This design comes from an exercise in tuning for small area on the open sky130 flow, not from production work.
In this exercise RTL edits were held to simulation tests only and were not proved equivalent to the original.
Power figures rest on the tool's default switching activity, not on a simulated workload. The flow treats the clock pin as an ideal source, which a real chip does not have.

Setup of job 7542:
## serial_bus_slaves
module serial_bus_slaves (
	input  logic        clk,
	input  logic        reset,
	input  logic        master_valid,
	input  logic [1:0]  bank_sel,
	input  logic        read_en,
	input  logic        write_en,
	input  logic [12:0] burst,
	input  logic        rx_address,
	input  logic        rx_data,
	output logic        slave_ready,
	output logic        tx_valid,
	output logic        tx_data
);
export LEC_CHECK = 0
export CAP_MARGIN = 20
export CORE_MARGIN = 2
export CORE_UTILIZATION = 40
export CTS_CLUSTER_DIAMETER = 100
export CTS_CLUSTER_SIZE = 30
export SLEW_MARGIN = 20
create_clock -name core_clock -period 5.0 [get_ports {clk}]
standard.sh (not shown) runs the stock make flow with config.mk's settings and CLKGATE_MAP_FILE= SYNTH_SCRIPT=/design/flow/synth_recipe.tcl, a recipe that flattens the netlist after the stock synthesis.
==> flow/flow/run.sh <==
#!/bin/bash
# Standard layout with three changes: port buffers are the smallest buffer,
# CTS clusters up to 30 sinks within 100 um and adds no dummy loads, and
# power recovery after global routing downsizes cells with timing slack.
set -euo pipefail
bash standard.sh \
	"BUFFER_PORTS_ARGS=-buffer_cell sky130_fd_sc_hd__buf_1" \
	"CTS_ARGS=-sink_clustering_enable -repair_clock_nets -sink_clustering_size 30 -sink_clustering_max_diameter 100 -dont_use_dummy_load" \
	"RECOVER_POWER=100" \
	finish > flow.log 2>&1
Job 7542 completed end to end; final checks failed (max-capacitance violations, max-slew violations).
#### Input delta (job 7171 over job 7542)
==> flow/run.sh (new file) <==
#!/bin/bash
# synth_recipe.tcl (not shown) runs the flow's synth.tcl, then flattens the netlist and writes it again
# the make line also repeats each setting of config.mk as NAME=value (left out here)
make -C /OpenROAD-flow-scripts/flow DESIGN_CONFIG=/design/flow/config.mk WORK_HOME=/design/flow/orfs CLKGATE_MAP_FILE= SYNTH_SCRIPT=/design/flow/synth_recipe.tcl finish
removed: flow/flow/run.sh
removed: flow/standard.sh
### Flow results
Job 7171 and job 7542: one clean run, job 7171; the rest did not finish clean. Although job 7542 finished all stages, its layout failed final checks on max-capacitance violations, max-slew violations. Setup slack after placement delta for job 7171 relative to job 7542: 0.028 ns higher. Per the comparison of job 7171 with job 7542, total of clock buffers placed in the layout saw an increase, global-route usage saw little to no change. Job 7542 → job 7171: number of cells traversed by the worst register-to-register path dropped 1; worst slew margin relative to its limit picked up an extra 59 points. Job 7542 has a lower synthesis-to-layout area growth than job 7171. Comparing count of maximum capacitance violations for job 7171 and job 7542, the smaller number came from job 7171. Register-to-register slack in job 7171 is 0.28 ns above job 7542. Relative to job 7542, the power per unit of standard cell area measured on job 7171 has increased slightly. In job 7171 relative to job 7542, top fanout value on the critical path had gone down by a few percent.

---

== rev 12 ==
Starting RTL as in the previous note.
Settings: LEC_CHECK=0, CAP_MARGIN=20, CORE_MARGIN=2, CORE_UTILIZATION=40, CTS_CLUSTER_DIAMETER=100, CTS_CLUSTER_SIZE=30, SLEW_MARGIN=20; clock period 5.0 ns.
==> flow/flow/run.sh <==
#!/bin/bash
# Standard layout with two changes: port buffers are the smallest buffer,
# and CTS clusters up to 34 sinks within 80 um and adds no dummy loads.
# make's output (every tool's) goes to flow.log; ORFS keeps each step's log
# under orfs/logs as usual.
set -euo pipefail
bash standard.sh \
	"BUFFER_PORTS_ARGS=-buffer_cell sky130_fd_sc_hd__buf_1" \
	"CTS_ARGS=-sink_clustering_enable -repair_clock_nets -sink_clustering_size 34 -sink_clustering_max_diameter 80 -dont_use_dummy_load" \
	finish > flow.log 2>&1
Inputs modified between rev 12 and rev 13:
==> flow/flow/run.sh <==
#!/bin/bash
# Standard layout with two changes: port buffers are the smallest buffer,
# and CTS clusters up to 30 sinks within 100 um and adds no dummy loads.
# make's output (every tool's) goes to flow.log; ORFS keeps each step's log
# under orfs/logs as usual.
set -euo pipefail
bash standard.sh \
	"BUFFER_PORTS_ARGS=-buffer_cell sky130_fd_sc_hd__buf_1" \
	"CTS_ARGS=-sink_clustering_enable -repair_clock_nets -sink_clustering_size 30 -sink_clustering_max_diameter 100 -dont_use_dummy_load" \
	finish > flow.log 2>&1
On global routing usage summed across all routing layers, rev 12 tracks rev 13 almost exactly.
Relative to rev 12, clock-net power has increased by 4.2% in rev 13.
Rev 13 leaves less setup margin than rev 12.

==> afterwards: timing with drivers on the ports <==
Ports are ideal in the flow. The routed layouts listed here were re-timed in OpenROAD.
Step 1 sets driving cells, clkbuf_16 on the clock port and buf_2 on the other inputs (assumed; they add their load-dependent delay and slew).
Step 2 moves the port delays by t, midway between the first and last clock arrival at a register: inputs arrive t later, outputs are due t later. That takes back most of the time a late clock gives input paths.
Slacks: no drivers / after step 1 / after step 2; pairs: no drivers / after step 1.
| run | t, ns | setup slack, ns | clock arrival spread, ns | worst slew at a driven data input, ns | pins driven straight from the clock port |
|---|---|---|---|---|---|
| job 7542 | 0.706 | 0.542 / 0.542 / 0.542 | 0.072 / 0.073 | 0.05 | 1 |
| job 7171 | 0.738 | 0.822 / 0.822 / 0.822 | 0.035 / 0.034 | 0.04 | 1 |
| rev 12 | 0.700 | 0.730 / 0.730 / 0.730 | 0.092 / 0.092 | 0.05 | 1 |
| rev 13 | 0.706 | 0.682 / 0.682 / 0.682 | 0.070 / 0.071 | 0.04 | 1 |
